Source: an optimization exercise on an open RTL-to-GDS flow (aim: small area, a short achievable clock period and few clock cycles). Production flows keep margins and buffers that such runs may drop. Where RTL was checked, it was by simulation tests only, not by an equivalence proof against the original. Function not checked in runs 4 to 7: the RTL went through the layout flow alone. Power and IR drop assume default switching activity.

[design.v]
package dpc_pkg;
	localparam int PIX_W  = 8;
	localparam int DIM_W  = 9;
	localparam int CNT_W  = 17;
	localparam int SUM_W  = 24;
	localparam int CFG_IW = 3;
	localparam int CFG_DW = 17;
endpackage
module dark_pixel_centroid (
	input  logic        clk,
	input  logic        arst_n,
	input  logic        cfg_valid,
	output logic        cfg_ready,
	input  logic [2:0]  cfg_index,
	input  logic [16:0] cfg_data,
	input  logic        s_tvalid,
	output logic        s_tready,
	input  logic [7:0]  s_tdata,
	input  logic        s_tlast,
	output logic        m_tvalid,
	input  logic        m_tready,
	output logic [39:0] m_tdata,
	output logic        m_tuser
);
	logic [7:0]  cfg_wm1;                         
	logic [8:0]  cfg_xs1, cfg_xe1, cfg_ys1, cfg_ye1;   
	logic [7:0]  cfg_thr;
	logic [16:0] cfg_min, cfg_max;
	logic [8:0]  cfg_dec;
	assign cfg_ready = 1'b1;
	assign cfg_dec   = cfg_data[8:0] - 9'd1;
	always_ff @(posedge clk or negedge arst_n) begin
		if (!arst_n) begin
			cfg_wm1 <= 8'd95;
			cfg_thr <= 8'd85;
			cfg_xs1 <= 9'd9;
			cfg_xe1 <= 9'd85;
			cfg_ys1 <= 9'd9;
			cfg_ye1 <= 9'd85;
			cfg_min <= 17'd180;
			cfg_max <= 17'd3176;
		end else if (cfg_valid) begin
			case (cfg_index)
				3'd0: cfg_wm1 <= cfg_dec[8] ? {8{cfg_data[8]}} : cfg_dec[7:0];
				3'd1: cfg_thr <= cfg_data[7:0];
				3'd2: cfg_xs1 <= cfg_dec;
				3'd3: cfg_xe1 <= cfg_dec;
				3'd4: cfg_ys1 <= cfg_dec;
				3'd5: cfg_ye1 <= cfg_dec;
				3'd6: cfg_min <= cfg_data;
				3'd7: cfg_max <= cfg_data;
				default: ;
			endcase
		end
	end
	logic rdy_q, v0_q, div_q, vld_q;
	logic l0_q, w0_q;
	logic clr, last;
	logic [7:0]  col_q, row_q;    
	logic        fs_q;            
	logic        xs_q, xe_q;      
	logic        ys_q, ye_q;      
	logic [16:0] cnt_q;           
	logic        full_q;          
	logic        nz_q, min_q, max_q;   
	logic [26:0] x_q;             
	logic [23:0] y_q;             
	logic        cx_q, cy_q;      
	logic        found_q, nf_q;
	assign clr  = !rdy_q && !v0_q && !div_q && !vld_q;
	assign last = v0_q && l0_q;
	logic       wrap, inc, eq_min, eq_max;
	logic       xs_d, xe_d, ys_d, ye_d;
	logic       xs_z, xe_z, ys_z, ye_z;
	logic [8:0] sx_lo, sy_lo;
	logic [16:0] sx_hi, sy_hi;
	assign wrap = col_q == cfg_wm1;
	assign xs_z = &cfg_xs1;
	assign xe_z = &cfg_xe1;
	assign ys_z = &cfg_ys1;
	assign ye_z = &cfg_ye1;
	always_comb begin
		xs_d = xs_q;
		xe_d = xe_q;
		ys_d = ys_q;
		ye_d = ye_q;
		if (clr || last || (fs_q && !v0_q)) begin
			xs_d = xs_z;
			xe_d = xe_z;
			ys_d = ys_z;
			ye_d = ye_z;
		end else if (v0_q) begin
			if (wrap) begin
				xs_d = xs_z;
				xe_d = xe_z;
				if (row_q != 8'hff) begin
					if ({1'b0, row_q} == cfg_ys1) ys_d = 1'b1;
					if ({1'b0, row_q} == cfg_ye1) ye_d = 1'b1;
				end
			end else begin
				if ({1'b0, col_q} == cfg_xs1) xs_d = 1'b1;
				if ({1'b0, col_q} == cfg_xe1) xe_d = 1'b1;
			end
		end
	end
	assign inc    = w0_q && !full_q;
	assign eq_min = cnt_q == cfg_min;
	assign eq_max = cnt_q == cfg_max;
	assign sx_lo = {1'b0, x_q[7:0]} + {1'b0, col_q & {8{w0_q}}};
	assign sy_lo = {1'b0, y_q[7:0]} + {1'b0, row_q & {8{w0_q}}};
	assign sx_hi = {1'b0, x_q[23:8]} + {16'd0, cx_q};
	assign sy_hi = {1'b0, y_q[23:8]} + {16'd0, cy_q};
	logic [18:0] trial, nxt;
	logic [19:0] sum;
	logic        neg, step, swap, fin, found;
	assign trial = x_q[26:8];
	assign neg   = x_q[26];
	assign sum   = {trial, 1'b1} + {{2'b0, cnt_q} ^ {19{!neg}}, !neg};
	assign nxt   = sum[19:1];
	assign step  = div_q && (col_q != 8'd0) && (col_q != 8'd10);
	assign swap  = div_q && (col_q == 8'd10);
	assign fin   = div_q && (col_q == 8'd20);
	assign found = nz_q && (min_q || eq_min) && !max_q;
	always_ff @(posedge clk or negedge arst_n) begin
		if (!arst_n) begin
			rdy_q <= 1'b0;
			v0_q  <= 1'b0;
			div_q <= 1'b0;
			vld_q <= 1'b0;
		end else begin
			v0_q <= s_tvalid && rdy_q;
			if (clr)                       rdy_q <= 1'b1;
			else if (s_tvalid && s_tlast)  rdy_q <= 1'b0;
			if (last)          div_q <= 1'b1;
			else if (fin)      div_q <= 1'b0;
			if (fin)           vld_q <= 1'b1;
			else if (m_tready) vld_q <= 1'b0;
		end
	end
	always_ff @(posedge clk) begin
		l0_q    <= s_tlast;
		w0_q    <= s_tvalid && rdy_q && (s_tdata < cfg_thr) && xs_d && !xe_d && ys_d && !ye_d;
		found_q <= found;
		nf_q    <= !found;
		xs_q <= xs_d;
		xe_q <= xe_d;
		ys_q <= ys_d;
		ye_q <= ye_d;
		if (clr || last) fs_q <= 1'b1;
		else if (v0_q)   fs_q <= 1'b0;
		if (clr || last) begin
			col_q <= '0;
			row_q <= '0;
		end else if (div_q) begin
			col_q <= col_q + 8'd1;
		end else if (v0_q) begin
			if (wrap) begin
				col_q <= '0;
				if (row_q != 8'hff) row_q <= row_q + 8'd1;
			end else begin
				col_q <= col_q + 8'd1;
			end
		end
		if (clr) begin
			cnt_q  <= '0;
			full_q <= 1'b0;
			nz_q   <= 1'b0;
			min_q  <= 1'b0;
			max_q  <= 1'b0;
		end else if (fin) begin
			if (!found_q) cnt_q <= '0;
		end else if (inc) begin
			cnt_q <= cnt_q + 17'd1;
			nz_q  <= 1'b1;
			if (cnt_q == 17'h1fffe) full_q <= 1'b1;
			if (eq_min) min_q <= 1'b1;
			if (eq_max) max_q <= 1'b1;
		end
		cx_q <= sx_lo[8];
		cy_q <= sy_lo[8];
		if (clr) begin
			x_q  <= '0;
			y_q  <= '0;
			cx_q <= 1'b0;
			cy_q <= 1'b0;
		end else if (swap) begin
			x_q <= {3'b0, y_q};
			y_q <= {y_q[23:9], x_q[8:0]};
		end else if (fin) begin
			x_q[7:0] <= x_q[7:0] | {8{x_q[8] || !found_q}};
			y_q[7:0] <= y_q[7:0] | {8{y_q[8] || !found_q}};
		end else begin
			y_q <= sy_hi[16] ? 24'hffffff : {sy_hi[15:0], sy_lo[7:0]};
			if (step) x_q <= {nxt[17:0], x_q[7:0], !nxt[18]};
			else      x_q <= {3'b0, sx_hi[16] ? 24'hffffff : {sx_hi[15:0], sx_lo[7:0]}};
		end
	end
	assign s_tready = rdy_q;
	assign m_tvalid = vld_q;
	assign m_tuser  = found_q;
	assign m_tdata  = {5'b0, cnt_q, nf_q, x_q[7:0], nf_q, y_q[7:0]};
endmodule
[constraint.sdc]
create_clock -name core_clock -period 5.0 [get_ports {clk}]
set_input_delay 1.0000 -clock core_clock [delete_from_list [all_inputs] [get_ports {clk}]]
set_output_delay 1.0000 -clock core_clock [all_outputs]
set_load 0.01 [all_outputs]
[run.sh]
#!/bin/bash
# synth_recipe.tcl (not shown) runs the flow's synth.tcl, then flattens the netlist and writes it again
# the make line also repeats each setting of config.mk as NAME=value (left out here)
make -C /OpenROAD-flow-scripts/flow DESIGN_CONFIG=/design/flow/config.mk WORK_HOME=/design/flow/orfs CLKGATE_MAP_FILE= SYNTH_SCRIPT=/design/flow/synth_recipe.tcl finish
[config.mk]
export PLATFORM = sky130hd
export DESIGN_NAME = dark_pixel_centroid
export DESIGN_NICKNAME = dark_pixel_centroid
export VERILOG_FILES = /design/flow/design.v
export SDC_FILE = /design/flow/constraint.sdc
export NUM_CORES = 4
export LEC_CHECK = 0
export CAP_MARGIN = 20
export CORE_MARGIN = 2
export CORE_UTILIZATION = 40
export SETUP_SLACK_MARGIN = 3.0
export SLEW_MARGIN = 20
==> impl_metrics.csv, run 1 <==
group,metric,value,unit
outcome,status,"no timing/DRC/antenna violations",
worst_setup_path,cp-start-kind,"register",
clock_tree,cts_root_buffer,"clkbuf_16",
floorplanning,die_x,175,um
route,ant_nets,0,
final_layout,area_delta_synth_final,35.8,%
timing,maxSlewViolCount,0,
worst_setup_path,crit_slowest_cell,"dfxtp_4",
route,dr.pass1.iters,5,
global_route,overflow,0,
route,drt-total-wl,35.3,mm
power_and_ir_drop,switching_share,0.419,
floorplanning,initial_core_util,0.406,
power_and_ir_drop,p_leak,6.55,nW
floorplanning,die_y,175,um
power_and_ir_drop,power.density,543,nW/um2
synthesis,ys_seq_area_frac,0.367,
synthesis,postSynthCellCount,1324,
timing,fin_setup_tns,0,ps
worst_setup_path,crit_fanout,9,
clock_tree,holdBufCountCts,0,
route,viasPerCell,5.57,
final_layout,nets,1585,
route,drt_iter0_markers,848,
synthesis,synth-edff-count,0,
power_and_ir_drop,clockPowerShare,0.158,
placed_design,port_buffers,71,
synthesis,ys_warn_count,1,
worst_setup_path,critPathCaptureType,"register",
floorplanning,io_pins,78,
synthesis,synth_ff_type,"dfxtp_1",
floorplanning,die_area,30500,um2
hold_path,holdPathStages,2,
hold_path,hp-class,"register to register",
global_route,antenna_found_initial,0,
synthesis,synthDistinctLibCells,98,
floorplanning,row_count,62,
timing,postLayoutSetupSlackWorst,2720,ps
timing,slew_headroom,0.474,
power_and_ir_drop,vdd_drop_max,0.267,mV
timing,hold_viol,0,
worst_setup_path,crit_family,"simple AND/OR/NAND/NOR gates",
timing,grt_setup_unrepaired,"true",
clock_tree,clock_latency,440,ps
timing,tightest_slew,789,ps
clock_tree,clk_pin_slew,70,ps
clock_tree,clock_sinks,189,
clock_tree,cts_tree,"yes",
final_layout,mostFrequentLayoutCell,"buf_4",
flow_run,cap_violations,0,
floorplanning,coreArea,28700,um2
route,route.vias.total,10500,
power_and_ir_drop,p_sw,3.60,mW
global_route,grt_max_degree,61,
route,wl_per_cell,18.6,um
route,post-route-drc-count,0,
clock_tree,cts-htree-levels,4,
final_layout,antenna_cells,0,
timing,clock_skew,14.8,ps
global_route,grt_pass1_wl,55.0,mm
power_and_ir_drop,total_power,8.59,mW
placed_design,dp_hpwl,22.6,mm
synthesis,ys_seq_elements,189,
worst_setup_path,cp.arrival,2600,ps
worst_setup_path,worst-path-stages,9,
worst_setup_path,worst_path_largest_cell_delay,400,ps
synthesis,syn_area,11600,um2
timing,period_share,0.456,
clock_tree,cts-buffers-inserted,17,
global_route,grt_pass1_vias,9987,
timing,clock.fmax,0.438,GHz
worst_setup_path,reg2regPathDepth,9,
final_layout,layout_common_cells,"buf_4, nand2_1, nor2_1, o21ai_0",
power_and_ir_drop,p_int,5.00,mW
clock_tree,clock_tree.buffer_depth,2,
worst_setup_path,crit_required,5320,ps
worst_setup_path,path_class,"register to register",
final_layout,drive_gt1_frac,0.389,
timing,period_minus_slack,2280,ps
global_route,grt_use_total,0.226,
worst_setup_path,critical_path_buf_inv_count,1,
placed_design,gp_congestion,0.865,
synthesis,synthArstFlopShare,0.476,
timing,setup_violations,0,
power_and_ir_drop,power_frac_seq,0.280,
placed_design,dp_slack,1540,ps
worst_setup_path,cp_cell_sequence,"buf_12 -> xnor2_1 -> ha_2 -> nand3_1 -> nor3_1 -> a31oi_2 -> a21oi_1 -> or3_1 -> a32o_1",
synthesis,syn_area_per_cell,8.79,um2
power_and_ir_drop,pwr-share-comb,0.563,
## cells in the mapped netlist (all sizes together), types with 13 or more instances
library cell | n | area (um2)
xnor2 | 77 | 674
nor3 | 30 | 155
nor2 | 95 | 362
o221ai | 13 | 114
dfstp | 31 | 815
a22oi | 15 | 113
xor2 | 73 | 647
and2 | 22 | 139
dfxtp | 99 | 1980
mux2 | 37 | 417
clkbuf | 46 | 173
nor4 | 13 | 118
nor2b | 13 | 81.3
nand4 | 27 | 169
dfrtp | 59 | 1480
inv | 42 | 158
a21oi | 77 | 385
nand2 | 139 | 522
a31oi | 20 | 131
nand3 | 36 | 185
o21ai | 110 | 558
ha | 52 | 651
buf | 44 | 284
## flip-flops by register name (all words and copies together), names as in the netlist, 9 cells and up
name / cells
cfg_min: 17
cnt_q: 17
y_q: 24
cfg_max: 17
cfg_ye1: 9
cfg_xe1: 9
cfg_ys1: 9
x_q: 27
cfg_xs1: 9
## what timing repair did
| item | in CTS | in global routing |
|---|---|---|
| endpoints found under the setup margin | 207 | 87 |
| buffers inserted | 116 | 43 |
| pin swaps | 84 | 94 |
| gates cloned | 3 | 0 |
| gates resized for setup | 427 | 144 |
## layer usage
layer	up-vias	track usage	part of all wire
met1	5164	0.314	0.45
met5	-	0	0
li1	5024	-	-
met4	0	0.0618	0.020
met2	310	0.374	0.48
met3	46	0.0248	0.046
## through the flow
stage | hold WS, ps | std cells | utilization | instance area (um2)
2_1_floorplan | 429 | 1328 | - | 12000
3_3_place_gp | 444 | 1699 | 0.441 | 12700
3_5_place_dp | 450 | 1700 | 0.442 | 12700
4_1_cts | 470 | 1851 | 0.515 | 14800
5_1_grt | 507 | 1894 | 0.551 | 15800
6_report | 484 | 1894 | 0.551 | 15800
## tightest hold or removal path: stages, from the launching register on
cell and delay (ps):
dfstp_2 380, nand2_1 50, o21ai_1 50
## final timing paths
check	startpoint	endpoint	slack [ps]
max in group asynchronous	arst_n	cfg_wm1[3]	3430
worst max register to register	x_q[26]	x_q[25]	2720
worst max-delay path	x_q[26]	x_q[25]	2720
worst min register to register	cfg_wm1[4]	cfg_wm1[4]	480
min in group asynchronous	arst_n	cfg_ys1[1]	620
worst min-delay path	cfg_wm1[4]	cfg_wm1[4]	480
## logic make-up (layout without fill, tap and decap cells)
group | count (synthesis) | count (layout) | synth area share
xor gates and xnor gates | 150 | 150 | 0.113
adders and majority gates | 54 | 54 | 0.0593
and+or+nand+nor | 433 | 434 | 0.188
AOI/OAI and AO/OA | 318 | 319 | 0.175
muxes | 46 | 46 | 0.0438
buffers and inverters | 132 | 312 | 0.0528
DFF | 189 | 189 | 0.367
other | 2 | 6 | 0.000645
## power groups by stage
stage	logic (mW)	registers (mW)	clock network (mW)
2_1_floorplan	2.78	2.20	0
3_3_place_gp	3.30	2.44	0
3_5_place_dp	3.37	2.44	0
4_1_cts	4.20	2.37	1.38
5_1_grt	5.24	2.45	1.45
6_report	4.83	2.40	1.36
## area by class of cell
cell class | count | area, um2
inverter | 42 | 203
tap | 384 | 480
clock buffer | 18 | 429
clock inverter | 14 | 146
sequential | 189 | 4460
fill | 2577 | 12900
multi-input combinational | 1009 | 8080
timing repair buffer | 238 | 2020
Testbench counts, summed over its fixed seeds: cycles 110,484.
==> run 2: changes to the inputs <==
--- a/config.mk
+++ b/config.mk
@@ -8,5 +8,5 @@
 export CAP_MARGIN = 20
 export CORE_MARGIN = 2
 export CORE_UTILIZATION = 40
-export SETUP_SLACK_MARGIN = 3.0
+export SETUP_SLACK_MARGIN = 2.7
 export SLEW_MARGIN = 20
==> run 2 against run 1 <==
Against the previous run: critical endpoint is now x_q[26]; synthesized area stayed put; highest routed layer unchanged; worst setup slack got worse by 72 ps; largest cell class unchanged; flip-flop and latch count did not move; combinational power decreased by 17%; count of clock-buffer cells in the layout stayed put; worst hold slack got worse by 6.6 ps; routed wire length shrank 8.2%; global-route usage down 1.3 points; critical path type unchanged.
==> impl_metrics.csv, run 2 <==
group,metric,value,unit
outcome,status,"no timing/DRC/antenna violations",
synthesis,postSynthCellCount,1324,
hold_path,hp-start,"cfg_wm1[2]",
worst_setup_path,cp.arrival,2680,ps
final_layout,largest-register,"x_q",
power_and_ir_drop,power_frac_seq,0.307,
clock_tree,clock_latency,450,ps
timing,grt_setup_unrepaired,"true",
worst_setup_path,cp-start-kind,"register",
power_and_ir_drop,p_int,4.45,mW
timing,tightest_slew,694,ps
floorplanning,row_count,62,
clock_tree,cts_tree,"yes",
global_route,grt_pass1_wl,51.6,mm
worst_setup_path,cpMostUsedCell,"nand2_2",
timing,period_minus_slack,2350,ps
synthesis,synthDistinctLibCells,98,
global_route,grt_pass1_vias,9541,
worst_setup_path,worst_path_largest_cell_delay,390,ps
timing,postLayoutSetupSlackWorst,2650,ps
floorplanning,io_pins,78,
power_and_ir_drop,clockPowerShare,0.180,
route,viasPerCell,5.53,
final_layout,drive_gt1_frac,0.231,
clock_tree,clock_tree.buffer_depth,2,
route,drt_iter0_markers,852,
placed_design,port_buffers,71,
synthesis,synth-edff-count,0,
global_route,antenna_found_initial,0,
final_layout,mostFrequentLayoutCell,"nand2_1",
worst_setup_path,reg2regPathDepth,9,
hold_path,hold_path_end,"cfg_wm1[2]",
hold_path,hp-class,"register to register",
clock_tree,cts-htree-levels,4,
worst_setup_path,critPathCaptureType,"register",
synthesis,syn_area,11600,um2
timing,slew_headroom,0.536,
synthesis,yosys.area.top_type_share,0.170,
route,post-route-drc-count,0,
final_layout,area_delta_synth_final,21.2,%
synthesis,synthArstFlopShare,0.476,
timing,period_share,0.471,
floorplanning,die_x,175,um
worst_setup_path,r2r-start,"x_q[26]",
clock_tree,cts_root_buffer,"clkbuf_16",
timing,fin_setup_tns,0,ps
worst_setup_path,r2r_slack,2650,ps
final_layout,utilization,0.492,
clock_tree,clock_sinks,189,
worst_setup_path,crit_slowest_cell,"dfxtp_4",
floorplanning,die_area,30500,um2
timing,hold_viol,0,
synthesis,synthTopCellsByArea,"dfxtp_1, dfrtp_1, dfstp_2",
route,route.vias.total,9909,
synthesis,syn_area_per_cell,8.79,um2
timing,clock.fmax,0.425,GHz
clock_tree,holdBufCountCts,0,
route,dr.pass1.iters,5,
worst_setup_path,path_class,"register to register",
synthesis,ys_warn_count,1,
synthesis,yosysMostFrequentCell,"nand2_1",
power_and_ir_drop,pwr-share-comb,0.513,
floorplanning,die_y,175,um
timing,maxSlewViolCount,0,
synthesis,ys_seq_area_frac,0.367,
hold_path,holdPathStages,2,
synthesis,yosysTopAreaCell,"dfxtp_1",
route,ant_nets,0,
global_route,overflow,0,
clock_tree,cts-buffers-inserted,17,
timing,clock_skew,15.2,ps
final_layout,layout_common_cells,"nand2_1, o21ai_0, nor2_1, xnor2_1, xor2_1",
clock_tree,clk_pin_slew,80,ps
final_layout,top_regs,"x_q (27), y_q (24)",
power_and_ir_drop,p_leak,5.89,nW
final_layout,nets,1484,
placed_design,dp_slack,1550,ps
global_route,grt_max_degree,55,
power_and_ir_drop,p_sw,3.32,mW
power_and_ir_drop,vdd_drop_max,0.278,mV
synthesis,ys_seq_elements,189,
placed_design,dp_hpwl,22.5,mm
synthesis,synth_ff_type,"dfxtp_1",
route,drt-total-wl,32.4,mm
flow_run,cap_violations,0,
final_layout,largest_reg_flops,27,
power_and_ir_drop,power.density,551,nW/um2
worst_setup_path,r2r-end,"x_q[26]",
floorplanning,initial_core_util,0.406,
synthesis,synthTopCellsByCount,"nand2_1, o21ai_0, dfxtp_1",
global_route,grt_use_total,0.213,
worst_setup_path,crit_fanout,6,
worst_setup_path,cp_cell_sequence,"buf_8 -> xnor2_2 -> ha_1 -> nand2_2 -> o311ai_4 -> nand2_2 -> o211ai_1 -> mux2i_1 -> nand2_1",
power_and_ir_drop,switching_share,0.427,
final_layout,antenna_cells,0,
route,wl_per_cell,18.1,um
timing,setup_violations,0,
floorplanning,coreArea,28700,um2
worst_setup_path,crit_required,5330,ps
placed_design,gp_congestion,0.840,
-- run 2: changes by cell type in the layout (fill, tap and decap cells not counted), sizes merged --
cell,change
inv,-1
clkinvlp,+1
dlygate4sd2,+30
clkdlybuf4s50,+10
clkdlybuf4s15,-1
clkbuf,+2
dlymetal6s2s,+1
buf,-143
-- run 2: area by class of cell --
class	count	area [um2]
clock inverter	14	173
timing repair buffer	137	1200
clock buffer	18	429
fill	2741	14600
tap	384	480
sequential	189	4390
inverter	42	181
multi-input combinational	1009	7250
-- run 2: stage by stage --
| step | power (mW) | cells | hold WS (ps) | instance area (um2) |
|---|---|---|---|---|
| after detailed placement | 5.75 | 1699 | 454 | 12500 |
| final | 7.77 | 1793 | 477 | 14100 |
| after global routing | 8.30 | 1793 | 500 | 14100 |
| after floorplan | 4.90 | 1328 | 429 | 11700 |
| after global placement | 5.69 | 1699 | 454 | 12500 |
| after CTS | 7.39 | 1773 | 472 | 13600 |
-- run 2: logic make-up (layout without fill, tap and decap cells) --
logic type | count (synthesis) | count (layout) | synth area share
XOR/XNOR | 150 | 150 | 0.113
multiplexers | 46 | 46 | 0.0438
flip-flops | 189 | 189 | 0.367
AO/OA/AOI/OAI | 318 | 319 | 0.175
buffers and inverters | 132 | 211 | 0.0528
adder cells (fa/ha/maj) | 54 | 54 | 0.0593
AND/OR/NAND/NOR | 433 | 434 | 0.188
other | 2 | 6 | 0.000645
-- run 2: power groups by stage --
stage / clock network (mW) / registers, mW / logic [mW]
6_report: 1.40 / 2.38 / 3.99
5_1_grt: 1.48 / 2.44 / 4.38
4_1_cts: 1.42 / 2.38 / 3.59
3_5_place_dp: 0 / 2.43 / 3.32
3_3_place_gp: 0 / 2.43 / 3.26
2_1_floorplan: 0 / 2.20 / 2.70
-- run 2: worst max-delay path by stage --
stage                      from          to  slack, ps
floorplan           cfg_data[1]  cfg_ys1[8]       2500
global placement    cfg_data[0]  cfg_wm1[6]       1550
detailed placement  cfg_data[0]  cfg_wm1[6]       1550
CTS                    cnt_q[3]     x_q[25]       2660
global route            x_q[26]     x_q[26]       2530
finish                  x_q[26]     x_q[26]       2650
-- run 2: worst max-delay path, delay by kind of cell (launching register included) --
kind | cells | cell delay [ps]
adder cells (fa/ha/maj) | 1 | 360
buffers and inverters | 1 | 160
flip-flops | 1 | 390
XOR/XNOR | 1 | 130
multiplexers | 1 | 220
AND/OR/NAND/NOR | 3 | 370
AO/OA/AOI/OAI | 2 | 610
-- run 2: repair_timing --
item                                    in CTS  in global routing
resized for setup                          165                 80
endpoints found under the setup margin     194                 88
setup buffers                               40                 20
pin swaps                                   23                 32
cloned                                       2                  0
-- run 2: layer usage --
layer,GRT usage,vias up,part of all wire
li1,-,4821,-
met1,0.294,4803,0.48
met2,0.343,233,0.47
met3,0.0283,52,0.035
met4,0.0774,0,0.024
met5,0,-,0
==> run 3: changes to the inputs <==
--- a/config.mk
+++ b/config.mk
@@ -7,6 +7,7 @@
 export LEC_CHECK = 0
 export CAP_MARGIN = 20
 export CORE_MARGIN = 2
-export CORE_UTILIZATION = 40
+export CORE_UTILIZATION = 60
+export CTS_BUF_LIST = sky130_fd_sc_hd__clkbuf_8
 export SETUP_SLACK_MARGIN = 2.7
 export SLEW_MARGIN = 20
==> run 3 against run 2 <==
Against the previous run: still clean; utilization is 25 points higher; count of clock-buffer cells in the layout stayed put; synthesized area unchanged; routed wire length is 3.9% lower; power fell by 0.98%; non-clock buffer count up 7; sequential power is essentially flat; critical endpoint is now x_q[25]; highest routed layer unchanged.
==> impl_metrics.csv, run 3 <==
group,metric,value,unit
worst_setup_path,crit_fanout,7,
timing,grt_setup_unrepaired,"true",
synthesis,synthTopCellsByCount,"nand2_1, o21ai_0, dfxtp_1",
timing,clock.fmax,0.426,GHz
synthesis,synth_ff_type,"dfxtp_1",
floorplanning,coreArea,18900,um2
timing,postLayoutSetupSlackWorst,2650,ps
worst_setup_path,critPathCaptureType,"register",
power_and_ir_drop,vdd_drop_max,0.273,mV
synthesis,yosys.area.top_type_share,0.170,
clock_tree,clock_tree.buffer_depth,2,
global_route,overflow,0,
route,wl_per_cell,18.6,um
flow_run,cap_violations,0,
clock_tree,clock_sinks,189,
power_and_ir_drop,power.density,553,nW/um2
route,route.vias.total,10100,
route,drt-total-wl,31.2,mm
timing,tightest_slew,729,ps
synthesis,synth_compound_area_frac,0.175,
global_route,grt_pass1_wl,48.8,mm
final_layout,top_regs,"x_q (27), y_q (24)",
floorplanning,initial_core_util,0.616,
synthesis,yosys.area_share.simple,0.188,
synthesis,syn_area,11600,um2
synthesis,synthDistinctLibCells,98,
final_layout,largest-register,"x_q",
route,dr.pass1.iters,5,
clock_tree,cts_root_buffer,"clkbuf_8",
clock_tree,clk_pin_slew,100,ps
floorplanning,die_area,20500,um2
clock_tree,holdBufCountCts,0,
placed_design,dp_slack,1580,ps
final_layout,layout_common_cells,"nand2_1, o21ai_0, nor2_1, xor2_1, xnor2_1",
synthesis,synthArstFlopShare,0.476,
synthesis,synth_top_family_by_area,"simple AND/OR/NAND/NOR gates",
final_layout,drive_gt1_frac,0.243,
timing,period_minus_slack,2350,ps
synthesis,yosysMostFrequentCell,"nand2_1",
timing,fin_setup_tns,0,ps
synthesis,ys_warn_count,1,
final_layout,largest_reg_flops,27,
route,post-route-drc-count,0,
synthesis,ys_seq_elements,189,
synthesis,synth_fa_ha_area_frac,0.0593,
timing,slew_headroom,0.510,
route,ant_nets,0,
worst_setup_path,cp-start-kind,"register",
worst_setup_path,crit_required,5380,ps
floorplanning,die_x,143,um
floorplanning,row_count,50,
hold_path,hold_path_end,"x_q[25]",
placed_design,gp_congestion,0.937,
worst_setup_path,path_class,"register to register",
timing,maxSlewViolCount,0,
synthesis,synth-xor-area-share,0.113,
placed_design,dp_hpwl,21.4,mm
synthesis,syn_area_per_cell,8.79,um2
synthesis,synthTopCellsByArea,"dfxtp_1, dfrtp_1, dfstp_2",
clock_tree,clock_latency,490,ps
hold_path,hp-start,"x_q[25]",
synthesis,synth-edff-count,0,
timing,hold_viol,0,
synthesis,synthMuxAreaShare,0.0438,
global_route,grt_max_degree,55,
clock_tree,cts_tree,"yes",
hold_path,holdPathStages,1,
synthesis,yosysTopAreaCell,"dfxtp_1",
final_layout,area_delta_synth_final,19.6,%
worst_setup_path,r2r-start,"x_q[26]",
placed_design,port_buffers,71,
clock_tree,cts-htree-levels,4,
outcome,status,"no timing/DRC/antenna violations",
floorplanning,die_y,143,um
worst_setup_path,reg2regPathDepth,10,
global_route,grt_use_total,0.304,
clock_tree,cts-buffers-inserted,17,
global_route,antenna_found_initial,0,
final_layout,mostFrequentLayoutCell,"nand2_1",
worst_setup_path,r2r-end,"x_q[25]",
power_and_ir_drop,p_leak,5.81,nW
timing,period_share,0.469,
final_layout,antenna_cells,0,
final_layout,nets,1489,
timing,clock_skew,17.8,ps
worst_setup_path,r2r_slack,2650,ps
hold_path,hp-class,"register to register",
route,viasPerCell,6.03,
synthesis,postSynthCellCount,1324,
route,drt_iter0_markers,636,
global_route,grt_pass1_vias,9233,
synthesis,ys_seq_area_frac,0.367,
worst_setup_path,cp.arrival,2730,ps
timing,setup_violations,0,
floorplanning,io_pins,78,
run 3: cell count changes in the layout (fill, tap and decap cells not counted), moves of 3 or more:
cell,previous run,this run
clkdlybuf4s50_1,22,26
clkbuf_8,0,18
xnor2_4,0,3
ha_1,42,38
dlymetal6s2s_1,4,0
dfxtp_2,21,18
ha_4,4,7
xnor2_1,70,67
buf_4,60,66
clkbuf_16,17,0
dfxtp_4,23,30
dfxtp_1,55,51
run 3: cell families after synthesis:
kind of cell,count (synthesis)
simple gates,433
mux,46
compound gates,318
buf+inv,132
xor+xnor,150
flops,189
fa+ha+maj,54
other cells,2
run 3: per-layer routing:
layer	part of all wire	global-route usage	routed length (um)
met1	0.45	0.417	13900
met2	0.48	0.499	14800
met3	0.056	0.0463	1750
met4	0.022	0.0908	701
met5	0	0	0
run 3: cell type report:
type                    count  area [um2]
clock inverters            14         185
repair buffers            144        1250
fillers                  1437        4970
inverters                  42         181
clock buffers              18         248
well taps                 260         325
multi-input cells        1007        7330
flip-flops and latches    189        4410
run 3: worst max-delay path by stage:
stage,end,depth (start not counted),start,slack [ps]
2_1_floorplan,cfg_ys1[8],8,cfg_data[1],2500
3_3_place_gp,cfg_wm1[6],8,cfg_data[0],1620
3_5_place_dp,cfg_wm1[6],8,cfg_data[0],1580
4_1_cts,y_q[21],9,col_q[1],2610
5_1_grt,x_q[25],10,x_q[26],2560
6_report,x_q[25],10,x_q[26],2650
run 3: report_power, final:
part	total, mW	switching, mW	internal, mW
sequential	2.41	0.475	1.94
combinational	4.21	2.23	1.98
clock	1.07	0.665	0.402
total	7.70	3.37	4.33
run 3: worst max-delay path: stages (launching register included):
cell and delay (ps):
dfxtp_4 390, buf_12 160, xnor2_1 200, ha_1 320
o21ai_2 210, a21oi_2 100, o211ai_1 90, buf_4 160
a21oi_4 50, or3_1 340, a32o_1 240
run 3: through the flow:
stage          utilization  power (mW)  hold WS [ps]  area, um2  instances
2_1_floorplan            -        4.90           429      11700       1328
3_3_place_gp         0.653        5.66           447      12300       1575
3_5_place_dp         0.653        5.72           460      12300       1575
4_1_cts              0.705        7.04           489      13300       1654
5_1_grt              0.737        8.16           510      13900       1674
6_report             0.737        7.70           485      13900       1674
run 3: timing repair:
item	4_1_cts	5_1_grt
pin swaps	23	36
endpoints found under the setup margin	184	82
buffers inserted	47	20
resized for setup	162	105
==> run 4: changes to the inputs <==
--- a/design.v
+++ b/design.v
@@ -53,8 +53,9 @@
 			endcase
 		end
 	end
-	logic rdy_q, v0_q, div_q, vld_q;
-	logic l0_q, w0_q;
+	logic rdy_q, v0_q, div_q, vld_q, clr_q;
+	logic last_q, w0_q;           
+	logic lo_q, hi_q, swap_q, fin_q;
 	logic clr, last;
 	logic [7:0]  col_q, row_q;    
 	logic        fs_q;            
@@ -66,9 +67,10 @@
 	logic [26:0] x_q;             
 	logic [23:0] y_q;             
 	logic        cx_q, cy_q;      
+	logic        cd_q;            
 	logic        found_q, nf_q;
-	assign clr  = !rdy_q && !v0_q && !div_q && !vld_q;
-	assign last = v0_q && l0_q;
+	assign clr  = clr_q;
+	assign last = last_q;
 	logic       wrap, inc, eq_min, eq_max;
 	logic       xs_d, xe_d, ys_d, ye_d;
 	logic       xs_z, xe_z, ys_z, ye_z;
@@ -110,35 +112,42 @@
 	assign sy_lo = {1'b0, y_q[7:0]} + {1'b0, row_q & {8{w0_q}}};
 	assign sx_hi = {1'b0, x_q[23:8]} + {16'd0, cx_q};
 	assign sy_hi = {1'b0, y_q[23:8]} + {16'd0, cy_q};
-	logic [18:0] trial, nxt;
-	logic [19:0] sum;
-	logic        neg, step, swap, fin, found;
-	assign trial = x_q[26:8];
-	assign neg   = x_q[26];
-	assign sum   = {trial, 1'b1} + {{2'b0, cnt_q} ^ {19{!neg}}, !neg};
-	assign nxt   = sum[19:1];
-	assign step  = div_q && (col_q != 8'd0) && (col_q != 8'd10);
-	assign swap  = div_q && (col_q == 8'd10);
-	assign fin   = div_q && (col_q == 8'd20);
+	logic [11:0] lo;
+	logic [9:0]  hi;
+	logic        neg, found;
+	assign neg     = x_q[26];
+	assign lo      = {1'b0, x_q[17:8], 1'b1} + {1'b0, cnt_q[9:0] ^ {10{!neg}}, !neg};
+	assign hi      = {x_q[26:18], 1'b1} + {{2'b0, cnt_q[16:10]} ^ {9{!neg}}, cd_q};
 	assign found = nz_q && (min_q || eq_min) && !max_q;
 	always_ff @(posedge clk or negedge arst_n) begin
 		if (!arst_n) begin
-			rdy_q <= 1'b0;
-			v0_q  <= 1'b0;
-			div_q <= 1'b0;
-			vld_q <= 1'b0;
+			rdy_q  <= 1'b0;
+			v0_q   <= 1'b0;
+			last_q <= 1'b0;
+			div_q  <= 1'b0;
+			vld_q  <= 1'b0;
+			clr_q  <= 1'b1;
+			lo_q   <= 1'b0;
+			hi_q   <= 1'b0;
+			swap_q <= 1'b0;
+			fin_q  <= 1'b0;
 		end else begin
-			v0_q <= s_tvalid && rdy_q;
-			if (clr)                       rdy_q <= 1'b1;
+			v0_q   <= s_tvalid && rdy_q;
+			last_q <= s_tvalid && rdy_q && s_tlast;
+			clr_q  <= vld_q && m_tready;
+			if (clr_q)                     rdy_q <= 1'b1;
 			else if (s_tvalid && s_tlast)  rdy_q <= 1'b0;
-			if (last)          div_q <= 1'b1;
-			else if (fin)      div_q <= 1'b0;
-			if (fin)           vld_q <= 1'b1;
+			if (last_q)        div_q <= 1'b1;
+			else if (fin_q)    div_q <= 1'b0;
+			if (fin_q)         vld_q <= 1'b1;
 			else if (m_tready) vld_q <= 1'b0;
+			lo_q   <= div_q && !col_q[0] && (col_q <= 8'd16 || (col_q >= 8'd20 && col_q <= 8'd36));
+			hi_q   <= div_q &&  col_q[0] && (col_q <= 8'd17 || (col_q >= 8'd21 && col_q <= 8'd37));
+			swap_q <= div_q && col_q == 8'd18;
+			fin_q  <= div_q && col_q == 8'd38;
 		end
 	end
 	always_ff @(posedge clk) begin
-		l0_q    <= s_tlast;
 		w0_q    <= s_tvalid && rdy_q && (s_tdata < cfg_thr) && xs_d && !xe_d && ys_d && !ye_d;
 		found_q <= found;
 		nf_q    <= !found;
@@ -167,7 +176,7 @@
 			nz_q   <= 1'b0;
 			min_q  <= 1'b0;
 			max_q  <= 1'b0;
-		end else if (fin) begin
+		end else if (fin_q) begin
 			if (!found_q) cnt_q <= '0;
 		end else if (inc) begin
 			cnt_q <= cnt_q + 17'd1;
@@ -183,16 +192,22 @@
 			y_q  <= '0;
 			cx_q <= 1'b0;
 			cy_q <= 1'b0;
-		end else if (swap) begin
+		end else if (swap_q) begin
 			x_q <= {3'b0, y_q};
 			y_q <= {y_q[23:9], x_q[8:0]};
-		end else if (fin) begin
+		end else if (fin_q) begin
 			x_q[7:0] <= x_q[7:0] | {8{x_q[8] || !found_q}};
 			y_q[7:0] <= y_q[7:0] | {8{y_q[8] || !found_q}};
 		end else begin
 			y_q <= sy_hi[16] ? 24'hffffff : {sy_hi[15:0], sy_lo[7:0]};
-			if (step) x_q <= {nxt[17:0], x_q[7:0], !nxt[18]};
-			else      x_q <= {3'b0, sx_hi[16] ? 24'hffffff : {sx_hi[15:0], sx_lo[7:0]}};
+			if (lo_q) begin
+				x_q[17:8] <= lo[10:1];
+				cd_q      <= lo[11];
+			end else if (hi_q) begin
+				x_q <= {hi[8:1], x_q[17:0], !hi[9]};
+			end else begin
+				x_q <= {3'b0, sx_hi[16] ? 24'hffffff : {sx_hi[15:0], sx_lo[7:0]}};
+			end
 		end
 	end
 	assign s_tready = rdy_q;
--- a/config.mk
+++ b/config.mk
@@ -7,7 +7,6 @@
 export LEC_CHECK = 0
 export CAP_MARGIN = 20
 export CORE_MARGIN = 2
-export CORE_UTILIZATION = 60
-export CTS_BUF_LIST = sky130_fd_sc_hd__clkbuf_8
-export SETUP_SLACK_MARGIN = 2.7
+export CORE_UTILIZATION = 40
+export SETUP_SLACK_MARGIN = 2.9
 export SLEW_MARGIN = 20
==> run 4 against run 3 <==
Against the previous run: sequential share of layout area shrank 0.48 points; sequential power grew 7%; synthesized cell count grew 0.68%; clock power grew 33%; global-route usage shrank 9.6 points; utilization shrank 23 points; via count shrank 2.3%.
==> impl_metrics.csv, run 4 <==
group,metric,value,unit
synthesis,yosys.area.top_type_share,0.168,
synthesis,synthDistinctLibCells,74,
clock_tree,cts_root_buffer,"clkbuf_16",
timing,hold_viol,0,
final_layout,area_delta_synth_final,25.7,%
global_route,overflow,0,
synthesis,synthTopCellsByArea,"dfxtp_1, dfrtp_1, dfstp_2",
clock_tree,clk_pin_slew,80,ps
synthesis,synth-edff-count,1,
synthesis,ys_warn_count,1,
timing,clock_skew,14.8,ps
timing,setup_violations,0,
global_route,grt_pass1_wl,50.9,mm
timing,grt_setup_unrepaired,"true",
global_route,grt_max_degree,67,
hold_path,hp-class,"register to register",
timing,clock.fmax,0.420,GHz
floorplanning,initial_core_util,0.407,
final_layout,mostFrequentLayoutCell,"nand2_1",
synthesis,ys_seq_area_frac,0.379,
timing,maxSlewViolCount,0,
floorplanning,die_y,175,um
floorplanning,coreArea,28700,um2
power_and_ir_drop,power.density,471,nW/um2
floorplanning,die_x,175,um
route,post-route-drc-count,0,
worst_setup_path,path_class,"register to register",
synthesis,ys_seq_elements,195,
synthesis,yosysTopAreaCell,"dfxtp_1",
synthesis,syn_area_per_cell,8.77,um2
global_route,grt_use_total,0.208,
clock_tree,clock_sinks,195,
timing,period_share,0.476,
final_layout,layout_common_cells,"nand2_1, nor2_1, xnor2_1, o21ai_0, a21oi_1",
synthesis,synthArstFlopShare,0.492,
clock_tree,cts-buffers-inserted,17,
clock_tree,clock_latency,440,ps
synthesis,synth_ff_type,"dfxtp_1",
placed_design,gp_congestion,0.837,
synthesis,postSynthCellCount,1333,
placed_design,dp_hpwl,21.7,mm
synthesis,yosysMostFrequentCell,"nand2_1",
timing,fin_setup_tns,0,ps
worst_setup_path,crit_required,5290,ps
power_and_ir_drop,p_leak,5.95,nW
clock_tree,cts_tree,"yes",
route,wl_per_cell,17.6,um
power_and_ir_drop,vdd_drop_max,0.222,mV
final_layout,top_regs,"x_q (27), y_q (24)",
route,drt_iter0_markers,545,
floorplanning,row_count,62,
worst_setup_path,cp-start-kind,"register",
outcome,status,"no timing/DRC/antenna violations",
placed_design,port_buffers,71,
timing,slew_headroom,0.468,
final_layout,largest_reg_flops,27,
timing,hold_slack,467,ps
clock_tree,holdBufCountCts,0,
timing,period_minus_slack,2380,ps
global_route,antenna_found_initial,1,
route,ant_nets,0,
route,route.vias.total,9864,
route,drt-total-wl,32.1,mm
route,viasPerCell,5.43,
worst_setup_path,r2r_slack,2620,ps
floorplanning,die_area,30600,um2
global_route,grt_pass1_vias,9476,
final_layout,drive_gt1_frac,0.282,
worst_setup_path,critPathCaptureType,"register",
flow_run,cap_violations,0,
final_layout,largest-register,"x_q",
worst_setup_path,crit_fanout,4,
clock_tree,cts-htree-levels,4,
synthesis,syn_area,11700,um2
final_layout,nets,1510,
synthesis,synthTopCellsByCount,"nand2_1, nor2_1, dfxtp_1",
worst_setup_path,cp.arrival,2670,ps
route,dr.pass1.iters,7,
floorplanning,io_pins,78,
timing,tightest_slew,799,ps
clock_tree,clock_tree.buffer_depth,2,
==> run 4: changes by cell type after synthesis, moves of 13 or more <==
cell	change
a211oi_1	+22
a21o_1	+14
buf_2	-13
nor2_1	+30
xnor2_1	+18
xor2_1	-14
==> run 4: repair_timing <==
action | in CTS | in global routing
setup buffers | 52 | 31
endpoints found under the setup margin | 198 | 135
gates resized for setup | 265 | 118
pin swaps | 57 | 59
==> run 4: per-layer routing <==
layer | global-route usage | up-vias | wire (um)
met4 | 0.0712 | 0 | 768
met1 | 0.282 | 4761 | 14800
met5 | 0 | - | 0
li1 | - | 4832 | -
met3 | 0.0311 | 46 | 1470
met2 | 0.339 | 225 | 15100
==> run 4: logic make-up after synthesis <==
group	synth area share
other	0.000643
XOR/XNOR	0.116
multiplexers	0.0406
adder cells (fa/ha/maj)	0.0629
buffers and inverters	0.0528
flip-flops	0.379
AND/OR/NAND/NOR	0.190
AO/OA/AOI/OAI	0.157
==> run 4: area by class of cell <==
cell class,count,area [um2]
tap,384,480
inverter,33,136
sequential,195,4590
antenna,1,2.50
clock inverter,14,179
timing repair buffer,158,1410
fill,2677,14000
multi-input combinational,1014,7480
clock buffer,18,429
==> run 4: critical path: stages (launching register included) <==
cell and delay (ps):
dfxtp_4 390, and2_4 180, ha_4 160, fa_2 340, a21o_1 170, a21oi_2 160, nor2b_2 70, or4_1 400
o211a_1 140, o221ai_2 140, a211oi_2 90
==> run 4: per-stage QoR <==
step / instances / power [mW] / instance area (um2) / util / worst slack, ps
6_report: 1817 / 6.92 / 14700 / 0.512 / 2620
2_1_floorplan: 1337 / 4.36 / 11900 / - / 2610
4_1_cts: 1785 / 6.59 / 14000 / 0.488 / 2590
3_5_place_dp: 1701 / 4.95 / 12600 / 0.438 / 1790
5_1_grt: 1816 / 7.40 / 14700 / 0.512 / 2510
3_3_place_gp: 1701 / 4.91 / 12600 / 0.438 / 1830
==> run 4: worst paths after layout <==
kind,startpoint,endpoint,cells past startpoint
hold / removal,col_q[0],lo_q,1
hold reg to reg,col_q[0],lo_q,1
max in group asynchronous,arst_n,swap_q,2
min in group asynchronous,arst_n,cfg_ys1[6],1
setup reg to reg,w0_q,x_q[6],10
setup / recovery,w0_q,x_q[6],10
==> run 4: power breakdown <==
group,switching [mW],internal [mW],leakage [nW]
clock network,0.698,0.725,0.298
logic,1.46,1.48,3.69
registers,0.566,2.00,1.97
==> run 5: changes to the inputs <==
--- a/config.mk
+++ b/config.mk
@@ -8,5 +8,5 @@
 export CAP_MARGIN = 20
 export CORE_MARGIN = 2
 export CORE_UTILIZATION = 40
-export SETUP_SLACK_MARGIN = 2.9
+export SETUP_SLACK_MARGIN = 2.7
 export SLEW_MARGIN = 20
==> run 5 against run 4 <==
Against the previous run: still clean; sequential share of layout area rose by 1.0 points; via count fell by 1.4%; flip-flop and latch count did not move; maximum frequency fell by 4.4%; worst setup slack got worse by 110 ps; global-route usage fell by 0.37 points; worst hold slack improved by 14 ps; sequential power fell by 2%; register-to-register slack got worse by 110 ps; die area did not move; critical path depth did not move; critical endpoint is now x_q[0]; largest power group unchanged; highest routed layer unchanged.
==> impl_metrics.csv, run 5 <==
group,metric,value,unit
worst_setup_path,critical_path_buf_inv_count,1,
synthesis,synth-edff-count,1,
final_layout,area_delta_synth_final,20.8,%
timing,grt_setup_unrepaired,"true",
final_layout,largest_reg_flops,27,
floorplanning,initial_core_util,0.407,
worst_setup_path,worst_path_largest_cell_delay,420,ps
power_and_ir_drop,power_frac_seq,0.374,
timing,slew_headroom,0.448,
floorplanning,die_y,175,um
power_and_ir_drop,switching_share,0.391,
floorplanning,coreArea,28700,um2
route,wl_per_cell,17.3,um
clock_tree,cts_tree,"yes",
final_layout,mostFrequentLayoutCell,"nand2_1",
placed_design,dp_hpwl,21.8,mm
timing,fin_setup_tns,0,ps
clock_tree,cts_root_buffer,"clkbuf_16",
synthesis,postSynthCellCount,1333,
synthesis,yosys.area.top_type_share,0.168,
power_and_ir_drop,p_sw,2.64,mW
placed_design,gp_congestion,0.811,
floorplanning,row_count,62,
timing,period_share,0.498,
final_layout,instances_no_fill,1796,
synthesis,yosysTopAreaCell,"dfxtp_1",
synthesis,ys_warn_count,1,
global_route,grt_pass1_wl,50.1,mm
worst_setup_path,crit_family,"compound AO/OA/AOI/OAI gates",
final_layout,fill_cells,2754,
power_and_ir_drop,pwr-share-comb,0.419,
flow_run,cap_violations,0,
timing,hold_viol,0,
worst_setup_path,crit_fanout,7,
synthesis,synthTopCellsByArea,"dfxtp_1, dfrtp_1, dfstp_2",
synthesis,syn_area,11700,um2
clock_tree,cts-htree-levels,4,
route,drt-total-wl,31.1,mm
floorplanning,die_x,175,um
route,dr.pass1.iters,5,
final_layout,top_regs,"x_q (27), y_q (24)",
power_and_ir_drop,vdd_drop_max,0.216,mV
clock_tree,clk_pin_slew,70,ps
placed_design,port_buffers,71,
synthesis,syn_area_per_cell,8.77,um2
route,viasPerCell,5.41,
route,drt_iter0_markers,597,
global_route,antenna_found_initial,1,
synthesis,ys_seq_area_frac,0.379,
worst_setup_path,crit_slowest_cell,"o41ai_4",
worst_setup_path,cp_cell_sequence,"buf_12 -> xnor2_4 -> ha_1 -> a21o_1 -> o21ba_4 -> o21a_4 -> o41ai_4 -> o21ai_2 -> o211ai_1 -> a211oi_1",
route,ant_nets,0,
worst_setup_path,cp.arrival,2770,ps
worst_setup_path,critPathCaptureType,"register",
synthesis,synthArstFlopShare,0.492,
synthesis,synthTopCellsByCount,"nand2_1, nor2_1, dfxtp_1",
final_layout,drive_gt1_frac,0.226,
global_route,grt_use_total,0.204,
route,route.vias.total,9725,
synthesis,yosysMostFrequentCell,"nand2_1",
timing,clock_skew,13.6,ps
power_and_ir_drop,power.density,478,nW/um2
clock_tree,clock_tree.buffer_depth,2,
timing,clock.fmax,0.401,GHz
clock_tree,clock_sinks,195,
worst_setup_path,cp-start-kind,"register",
final_layout,nets,1488,
route,post-route-drc-count,0,
synthesis,ys_seq_elements,195,
power_and_ir_drop,clockPowerShare,0.207,
timing,maxSlewViolCount,0,
clock_tree,cts-buffers-inserted,17,
synthesis,synthDistinctLibCells,74,
worst_setup_path,path_class,"register to register",
final_layout,largest-register,"x_q",
outcome,status,"no timing/DRC/antenna violations",
global_route,grt_pass1_vias,9283,
synthesis,synth_ff_type,"dfxtp_1",
worst_setup_path,crit_required,5280,ps
timing,tightest_slew,828,ps
final_layout,layout_common_cells,"nand2_1, nor2_1, xnor2_1, o21ai_0, a21oi_1",
clock_tree,clock_latency,440,ps
global_route,overflow,0,
power_and_ir_drop,p_leak,5.80,nW
final_layout,multi_input_area,7160,um2
global_route,grt_max_degree,67,
floorplanning,io_pins,78,
timing,period_minus_slack,2490,ps
final_layout,seqCellArea,4550,um2
power_and_ir_drop,p_int,4.11,mW
hold_path,hp-class,"register to register",
placed_design,dp_cells,1704,
timing,setup_violations,0,
floorplanning,die_area,30600,um2
## run 5: worst reg2reg max path, stage by stage (launching register included)
cell      delay (ps)
dfxtp_4          370
buf_12           150
xnor2_4          130
ha_1             270
a21o_1           190
o21ba_4          200
o21a_4           200
o41ai_4          420
o21ai_2          160
o211ai_1         130
a211oi_1         100
## run 5: logic make-up after synthesis
group,synth area share
simple gates,0.190
xor+xnor,0.116
buf+inv,0.0528
compound gates,0.157
mux,0.0406
other cells,0.000643
flops,0.379
fa+ha+maj,0.0629
## run 5: path summary, 6_finish.rpt
path	start	endpoint	slack (ps)	cells past startpoint
setup reg to reg	x_q[26]	x_q[0]	2510	10
max in group asynchronous	arst_n	cfg_min[7]	3360	2
min in group asynchronous	arst_n	cfg_ye1[5]	640	1
hold reg to reg	x_q[24]	x_q[24]	480	1
hold / removal	x_q[24]	x_q[24]	480	1
setup / recovery	x_q[26]	x_q[0]	2510	10
## run 5: power by group through the flow
stage / Sequential (mW) / Combinational (mW) / Clock, mW
2_1_floorplan: 2.27 / 2.06 / 0
3_3_place_gp: 2.53 / 2.36 / 0
3_5_place_dp: 2.54 / 2.41 / 0
4_1_cts: 2.50 / 2.54 / 1.42
5_1_grt: 2.58 / 3.13 / 1.49
6_report: 2.52 / 2.83 / 1.40
## run 5: what timing repair did
| item | in CTS | in global routing |
|---|---|---|
| resized for setup | 158 | 81 |
| endpoints found under the hold margin | 0 | 0 |
| endpoints found under the setup margin | 163 | 87 |
| hold buffers | 0 | 0 |
| setup buffers | 22 | 36 |
| pin swaps | 34 | 57 |
## run 5: layer usage
metal | GRT usage | vias to the layer above | wire length [um]
met5 | 0 | - | 0
met4 | 0.0563 | 0 | 468
met3 | 0.0298 | 30 | 1170
met2 | 0.333 | 205 | 14600
met1 | 0.283 | 4686 | 14800
li1 | - | 4804 | -
## run 5: final cells by class
cell class | instances | area share
diodes | 2 | 0.000354
clock buffers | 18 | 0.0304
clock inverters | 14 | 0.0116
inverters | 33 | 0.00921
multi-input cells | 1014 | 0.507
flip-flops and latches | 195 | 0.322
well taps | 384 | 0.0340
repair buffers | 136 | 0.0852
## run 5: per-stage QoR
step / setup WS [ps] / hold WS, ps / area [um2] / util / power [mW]
after global routing: 2460 / 501 / 14100 / 0.492 / 7.20
final: 2510 / 481 / 14100 / 0.492 / 6.75
after floorplan: 2590 / 432 / 11800 / - / 4.33
after global placement: 1830 / 456 / 12500 / 0.435 / 4.89
after detailed placement: 1770 / 466 / 12500 / 0.435 / 4.95
after CTS: 2470 / 487 / 13500 / 0.470 / 6.46
==> run 6: changes to the inputs <==
--- a/design.v
+++ b/design.v
@@ -74,8 +74,10 @@
 	logic       wrap, inc, eq_min, eq_max;
 	logic       xs_d, xe_d, ys_d, ye_d;
 	logic       xs_z, xe_z, ys_z, ye_z;
+	logic [23:0] xa, ya;
 	logic [8:0] sx_lo, sy_lo;
 	logic [16:0] sx_hi, sy_hi;
+	logic       force_x, force_y;
 	assign wrap = col_q == cfg_wm1;
 	assign xs_z = &cfg_xs1;
 	assign xe_z = &cfg_xe1;
@@ -108,10 +110,14 @@
 	assign inc    = w0_q && !full_q;
 	assign eq_min = cnt_q == cfg_min;
 	assign eq_max = cnt_q == cfg_max;
-	assign sx_lo = {1'b0, x_q[7:0]} + {1'b0, col_q & {8{w0_q}}};
-	assign sy_lo = {1'b0, y_q[7:0]} + {1'b0, row_q & {8{w0_q}}};
-	assign sx_hi = {1'b0, x_q[23:8]} + {16'd0, cx_q};
-	assign sy_hi = {1'b0, y_q[23:8]} + {16'd0, cy_q};
+	assign xa      = x_q[23:0] & {24{!clr}};
+	assign ya      = y_q & {24{!clr}};
+	assign sx_lo   = {1'b0, xa[7:0]} + {1'b0, col_q & {8{w0_q}}};
+	assign sy_lo   = {1'b0, ya[7:0]} + {1'b0, row_q & {8{w0_q}}};
+	assign sx_hi   = {1'b0, xa[23:8]} + {16'd0, cx_q && !clr};
+	assign sy_hi   = {1'b0, ya[23:8]} + {16'd0, cy_q && !clr};
+	assign force_x = sx_hi[16] || (fin_q && (x_q[8] || !found_q));
+	assign force_y = sy_hi[16] || (fin_q && (y_q[8] || !found_q));
 	logic [11:0] lo;
 	logic [9:0]  hi;
 	logic        neg, found;
@@ -170,16 +176,13 @@
 				col_q <= col_q + 8'd1;
 			end
 		end
+		cnt_q <= (cnt_q & {17{!(clr || (fin_q && !found_q))}}) + {16'd0, inc};
 		if (clr) begin
-			cnt_q  <= '0;
 			full_q <= 1'b0;
 			nz_q   <= 1'b0;
 			min_q  <= 1'b0;
 			max_q  <= 1'b0;
-		end else if (fin_q) begin
-			if (!found_q) cnt_q <= '0;
 		end else if (inc) begin
-			cnt_q <= cnt_q + 17'd1;
 			nz_q  <= 1'b1;
 			if (cnt_q == 17'h1fffe) full_q <= 1'b1;
 			if (eq_min) min_q <= 1'b1;
@@ -187,27 +190,17 @@
 		end
 		cx_q <= sx_lo[8];
 		cy_q <= sy_lo[8];
-		if (clr) begin
-			x_q  <= '0;
-			y_q  <= '0;
-			cx_q <= 1'b0;
-			cy_q <= 1'b0;
-		end else if (swap_q) begin
-			x_q <= {3'b0, y_q};
-			y_q <= {y_q[23:9], x_q[8:0]};
-		end else if (fin_q) begin
-			x_q[7:0] <= x_q[7:0] | {8{x_q[8] || !found_q}};
-			y_q[7:0] <= y_q[7:0] | {8{y_q[8] || !found_q}};
+		y_q  <= force_y ? 24'hffffff : {sy_hi[15:0], sy_lo[7:0]};
+		if (swap_q) begin
+			x_q      <= {3'b0, y_q};
+			y_q[8:0] <= x_q[8:0];
+		end else if (lo_q) begin
+			x_q[17:8] <= lo[10:1];
+			cd_q      <= lo[11];
+		end else if (hi_q) begin
+			x_q <= {hi[8:1], x_q[17:0], !hi[9]};
 		end else begin
-			y_q <= sy_hi[16] ? 24'hffffff : {sy_hi[15:0], sy_lo[7:0]};
-			if (lo_q) begin
-				x_q[17:8] <= lo[10:1];
-				cd_q      <= lo[11];
-			end else if (hi_q) begin
-				x_q <= {hi[8:1], x_q[17:0], !hi[9]};
-			end else begin
-				x_q <= {3'b0, sx_hi[16] ? 24'hffffff : {sx_hi[15:0], sx_lo[7:0]}};
-			end
+			x_q <= {3'b0, force_x ? 24'hffffff : {sx_hi[15:0], sx_lo[7:0]}};
 		end
 	end
 	assign s_tready = rdy_q;
==> run 6 against run 5 <==
Against the previous run: non-clock buffer count increased by 25; still clean on timing, DRC and antenna; count of clock-buffer cells in the layout unchanged; highest routed layer unchanged; final cell count down 3.3%; critical path depth unchanged; routed wire length rose by 0.97%; critical path type unchanged; via count shrank 4.1%; clock power barely moved; design area up 2.6%; synthesized cell count down 6.0%; die area shrank 0.79%; worst hold slack got worse by 7.1 ps; critical endpoint is now x_q[6].
==> impl_metrics.csv, run 6 <==
group,metric,value,unit
worst_setup_path,r2r-start,"clr_q",
floorplanning,coreArea,28600,um2
route,route.vias.total,9328,
synthesis,synth_ff_type,"dfxtp_1",
final_layout,fill_cells,2569,
final_layout,mostFrequentLayoutCell,"xnor2_1",
synthesis,synthArstFlopShare,0.492,
floorplanning,initial_core_util,0.405,
synthesis,synthMuxAreaShare,0.0366,
final_layout,drive_gt1_frac,0.270,
placed_design,dpl_cell_area,12500,um2
synthesis,syn_area_per_cell,9.25,um2
final_layout,area_delta_synth_final,24.9,%
clock_tree,clock_tree.buffer_depth,2,
final_layout,nets,1430,
worst_setup_path,r2r-end,"x_q[6]",
final_layout,final_area,14500,um2
synthesis,ys_seq_elements,195,
global_route,grt_pass1_vias,9097,
route,viasPerCell,5.37,
floorplanning,die_area,30400,um2
synthesis,synthTopCellsByArea,"dfxtp_1, dfrtp_1, xnor2_1",
clock_tree,clock_sinks,195,
floorplanning,die_y,174,um
global_route,overflow,0,
synthesis,synthDistinctLibCells,82,
power_and_ir_drop,vdd_drop_max,0.282,mV
clock_tree,holdBufCountCts,0,
synthesis,yosys.area.top_type_share,0.145,
synthesis,syn_area,11600,um2
synthesis,ys_warn_count,1,
route,drt_iter0_markers,574,
route,post-route-drc-count,0,
clock_tree,clock_latency,460,ps
power_and_ir_drop,power.density,456,nW/um2
worst_setup_path,crit_end,"x_q[6]",
synthesis,synth_compound_area_frac,0.132,
clock_tree,cts-htree-levels,4,
worst_setup_path,crit_fanout,3,
placed_design,port_buffers,71,
synthesis,postSynthCellCount,1253,
global_route,antenna_found_initial,0,
timing,fin_setup_tns,0,ps
synthesis,yosysTopAreaCell,"dfxtp_1",
placed_design,gp_congestion,0.836,
global_route,grt_pass1_wl,49.8,mm
final_layout,largest-register,"x_q",
flow_run,cap_violations,0,
outcome,status,"no timing/DRC/antenna violations",
route,wl_per_cell,18.1,um
synthesis,synth-edff-count,15,
synthesis,yosysMostFrequentCell,"xnor2_1",
clock_tree,clk_pin_slew,70,ps
final_layout,antenna_cells,0,
timing,hold_viol,0,
synthesis,synth_fa_ha_area_frac,0.0644,
hold_path,hp-class,"register to register",
timing,period_minus_slack,2490,ps
worst_setup_path,crit_start,"clr_q",
timing,period_share,0.499,
worst_setup_path,crit_required,5190,ps
synthesis,yosys.area_share.simple,0.191,
timing,grt_setup_unrepaired,"true",
final_layout,largest_reg_flops,27,
timing,setup_violations,0,
timing,tightest_slew,852,ps
worst_setup_path,cp.arrival,2690,ps
route,drt-total-wl,31.4,mm
route,dr.pass1.iters,7,
global_route,grt_use_total,0.206,
synthesis,ys_seq_area_frac,0.395,
synthesis,synth_top_family_by_area,"simple AND/OR/NAND/NOR gates",
power_and_ir_drop,p_leak,5.91,nW
worst_setup_path,reg2regPathDepth,10,
timing,slew_headroom,0.432,
floorplanning,die_x,174,um
worst_setup_path,r2r_slack,2510,ps
worst_setup_path,critPathCaptureType,"register",
final_layout,layout_common_cells,"xnor2_1, nand2_1, nor2_1, dfrtp_1, buf_4",
clock_tree,cts-buffers-inserted,17,
worst_setup_path,cp-start-kind,"register",
global_route,grt_max_degree,67,
route,ant_nets,0,
clock_tree,cts_root_buffer,"clkbuf_16",
timing,clock.fmax,0.401,GHz
synthesis,synthTopCellsByCount,"xnor2_1, nand2_1, dfxtp_1, o21ai_0, nor2_1",
floorplanning,row_count,62,
timing,clock_skew,16.0,ps
placed_design,dp_hpwl,21.2,mm
final_layout,top_regs,"x_q (27), y_q (24)",
clock_tree,cts_tree,"yes",
worst_setup_path,path_class,"register to register",
floorplanning,io_pins,78,
timing,maxSlewViolCount,0,
synthesis,synth-xor-area-share,0.122,
==> run 6: cell count changes in the layout (fill, tap and decap cells not counted), sizes merged, moves of 7 or more <==
cell and change:
o21ai -7, a211oi -15, nor3 -10, edfxtp +14
dfxtp -14, buf +27, a21oi -29, nand2 -29
a2bb2oi +10, xnor2 +9, nor2b +30, nor2 -39
==> run 6: how the worst min path moves through the flow <==
stage                      from     to  slack (ps)  cells past startpoint
final                     max_q  max_q         470                      2
after global routing      max_q  max_q         490                      2
after CTS                 max_q  max_q         480                      2
after detailed placement  max_q  max_q         460                      2
after global placement    max_q  max_q         450                      2
after floorplan           max_q  max_q         430                      2
==> run 6: cell families after synthesis <==
family / after synthesis
AOI/OAI and AO/OA: 244
xor gates and xnor gates: 162
adders and majority gates: 58
buffers and inverters: 135
DFF: 195
muxes: 38
other: 2
and+or+nand+nor: 419
==> run 6: what timing repair did <==
item                       CTS  global route
setup buffers               55            24
hold endpoints to repair     0             0
gates cloned                 1             0
pin swaps                   35            51
resized for setup          179           122
setup endpoints to repair  173            92
==> run 6: per-layer routing <==
layer,global-route usage,wire length (um),vias up
met5,0,0,-
met2,0.336,14900,222
li1,-,-,4526
met4,0.0672,533,0
met1,0.280,14600,4548
met3,0.0330,1310,32
==> run 6: cell type report <==
cell class	instances	area, um2	area share
Clock buffer	18	429	0.0296
Timing Repair Buffer	161	1520	0.105
Tap cell	384	480	0.0332
Inverter	37	139	0.00959
Sequential cell	195	4660	0.322
Multi-Input combinational cell	927	7080	0.489
Clock inverter	14	183	0.0126
==> run 6: worst max-delay path: stages, from the launching register on <==
cell,delay (ps)
dfstp_4,640
buf_6,130
nor2b_4,50
ha_4,150
fa_2,350
a21o_1,190
a21oi_2,150
o21ai_1,90
a211oi_1,280
o21ai_1,110
o311a_1,110
==> run 6: per-stage QoR <==
step	utilization	hold slack (ps)	instances	setup slack [ps]	power [mW]
after floorplan	-	432	1257	2320	4.26
after global placement	0.435	450	1623	1710	4.82
after detailed placement	0.435	455	1624	1710	4.86
after CTS	0.485	477	1712	2510	6.45
after global routing	0.506	488	1736	2410	7.05
final	0.506	474	1736	2510	6.61
==> run 6: power breakdown <==
part / total, mW / switching (mW) / internal, mW
registers: 2.57 / 0.522 / 2.04
clock network: 1.42 / 0.735 / 0.685
logic: 2.62 / 1.32 / 1.30
total: 6.61 / 2.58 / 4.03
==> run 7: changes to the inputs <==
--- a/config.mk
+++ b/config.mk
@@ -8,5 +8,5 @@
 export CAP_MARGIN = 20
 export CORE_MARGIN = 2
 export CORE_UTILIZATION = 40
-export SETUP_SLACK_MARGIN = 2.7
+export SETUP_SLACK_MARGIN = 2.9
 export SLEW_MARGIN = 20
==> run 7 against run 6 <==
Against the previous run: sequential share of layout area is 1.2 points lower; maximum frequency grew 0.15%; die area unchanged; worst hold slack improved by 2.4 ps; clock power decreased by 4%; worst setup slack better by 3.8 ps; critical path depth rose by 3; global-route usage up 0.20 points; via count is 0.32% higher; final cell count rose by 2.1%; critical path type unchanged; largest cell class unchanged; highest routed layer is now met5.
==> impl_metrics.csv, run 7 <==
group,metric,value,unit
power_and_ir_drop,vdd_drop_max,0.256,mV
global_route,grt_pass1_vias,9146,
power_and_ir_drop,pwr-share-comb,0.412,
floorplanning,die_x,174,um
synthesis,synthTopCellsByCount,"xnor2_1, nand2_1, dfxtp_1, o21ai_0, nor2_1",
power_and_ir_drop,switching_share,0.387,
synthesis,ys_seq_elements,195,
power_and_ir_drop,p_sw,2.59,mW
worst_setup_path,critPathCaptureType,"register",
flow_run,cap_violations,0,
final_layout,fill_cells,2536,
worst_setup_path,crit_fanout,7,
timing,setup_violations,0,
synthesis,postSynthCellCount,1253,
clock_tree,cts-htree-levels,4,
synthesis,synthDistinctLibCells,82,
timing,grt_setup_unrepaired,"true",
worst_setup_path,path_class,"register to register",
final_layout,mostFrequentLayoutCell,"xnor2_1",
worst_setup_path,cp-start-kind,"register",
synthesis,syn_area_per_cell,9.25,um2
global_route,grt_pass1_wl,49.9,mm
clock_tree,holdBufCountCts,0,
timing,postLayoutSetupSlackWorst,2510,ps
power_and_ir_drop,p_leak,6.12,nW
global_route,grt_use_total,0.208,
clock_tree,clock_latency,460,ps
global_route,grt_max_degree,64,
route,drt_iter0_markers,518,
power_and_ir_drop,p_int,4.11,mW
final_layout,drive_gt1_frac,0.328,
power_and_ir_drop,clockPowerShare,0.205,
power_and_ir_drop,power_frac_seq,0.383,
synthesis,ys_seq_area_frac,0.395,
route,post-route-drc-count,0,
final_layout,nets,1467,
placed_design,dp_cells,1623,
synthesis,synth_ff_type,"dfxtp_1",
synthesis,synth-edff-count,15,
route,dr.pass1.iters,5,
worst_setup_path,r2r_slack,2510,ps
final_layout,largest_reg_flops,27,
final_layout,area_delta_synth_final,30.1,%
floorplanning,row_count,62,
route,ant_nets,0,
clock_tree,cts_tree,"yes",
timing,tightest_slew,897,ps
final_layout,largest-register,"x_q",
route,route.vias.total,9358,
placed_design,dp_hpwl,21.3,mm
synthesis,yosysMostFrequentCell,"xnor2_1",
final_layout,final_area,15100,um2
route,drt-total-wl,32.1,mm
final_layout,top_regs,"x_q (27), y_q (24)",
clock_tree,cts-buffers-inserted,17,
synthesis,ys_warn_count,1,
floorplanning,coreArea,28600,um2
floorplanning,die_area,30400,um2
floorplanning,die_y,174,um
final_layout,instances_no_fill,1773,
synthesis,yosys.area.top_type_share,0.145,
synthesis,yosysTopAreaCell,"dfxtp_1",
timing,slew_headroom,0.400,
timing,maxSlewViolCount,0,
timing,period_minus_slack,2490,ps
final_layout,antenna_cells,0,
clock_tree,clock_tree.buffer_depth,2,
outcome,status,"no timing/DRC/antenna violations",
placed_design,dpl_cell_area,12500,um2
clock_tree,clock_sinks,195,
final_layout,layout_common_cells,"xnor2_1, nand2_1, buf_4, nor2_1, dfrtp_1",
==> run 7: final timing paths <==
path | cells past startpoint | from | end
max in group asynchronous | 2 | arst_n | cfg_max[5]
worst min register to register | 2 | nz_q | nz_q
worst max register to register | 13 | clr_q | y_q[7]
worst min-delay path | 2 | nz_q | nz_q
min in group asynchronous | 1 | arst_n | cfg_ye1[7]
worst max-delay path | 13 | clr_q | y_q[7]
==> run 7: layer usage <==
metal / up-vias / part of all wire / GRT usage / wire length (um)
met5: - / 0.00037 / 0 / 12
met4: 2 / 0.017 / 0.0574 / 543
met3: 40 / 0.037 / 0.0306 / 1180
met2: 190 / 0.48 / 0.344 / 15400
met1: 4536 / 0.47 / 0.285 / 15000
li1: 4590 / - / - / -
==> run 7: area by class of cell <==
type	count	area (um2)	area share
clock buffers	19	443	0.0294
clock inverters	13	140	0.00929
inverters	37	141	0.00937
multi-input cells	928	7310	0.485
flip-flops and latches	195	4670	0.309
well taps	384	480	0.0319
repair buffers	197	1900	0.126
==> run 7: stage by stage <==
stage                     utilization  hold WS [ps]
after floorplan                     -           432
after global placement          0.436           460
after detailed placement        0.437           460
after CTS                       0.503           478
after global routing            0.527           508
final                           0.527           476
==> run 7: power groups by stage <==
stage	Clock (mW)	Sequential, mW	Combinational [mW]
global placement	0	2.60	2.23
floorplan	0	2.34	1.96
CTS	1.41	2.55	2.57
detailed placement	0	2.61	2.29
finish	1.37	2.57	2.76
global route	1.46	2.62	3.05
==> run 7: cells by family after synthesis <==
family          after synthesis  share of synthesized area
compound gates              244                      0.132
xor+xnor                    162                      0.122
simple gates                419                      0.191
fa+ha+maj                    58                     0.0644
buf+inv                     135                     0.0578
mux                          38                     0.0366
flops                       195                      0.395
other cells                   2                   0.000648
==> run 7: what timing repair did <==
| action | in CTS | in global routing |
|---|---|---|
| pin swaps | 62 | 41 |
| buffers inserted | 84 | 31 |
| endpoints found under the setup margin | 212 | 112 |
| cloned | 3 | 0 |
| gates resized for setup | 310 | 107 |
==> run 7: worst max-delay path, stage by stage (launching register included) <==
cell and delay (ps):
dfstp_4 710, buf_12 140, buf_6 90, buf_6 90
nor2b_1 40, ha_2 190, ha_4 160, inv_2 60
nor2_4 30, and4_4 190, a31oi_4 220, buf_8 180
and2_4 180, a2bb2oi_1 60

Re-timed with assumed drivers on the ports (clkbuf_16 on the clock, buf_2 on other inputs), run 7 has 2.509 ns of setup slack against 2.509 ns with ideal ports, and 2.250 ns once port delays also move by the mid clock arrival of 0.502 ns.
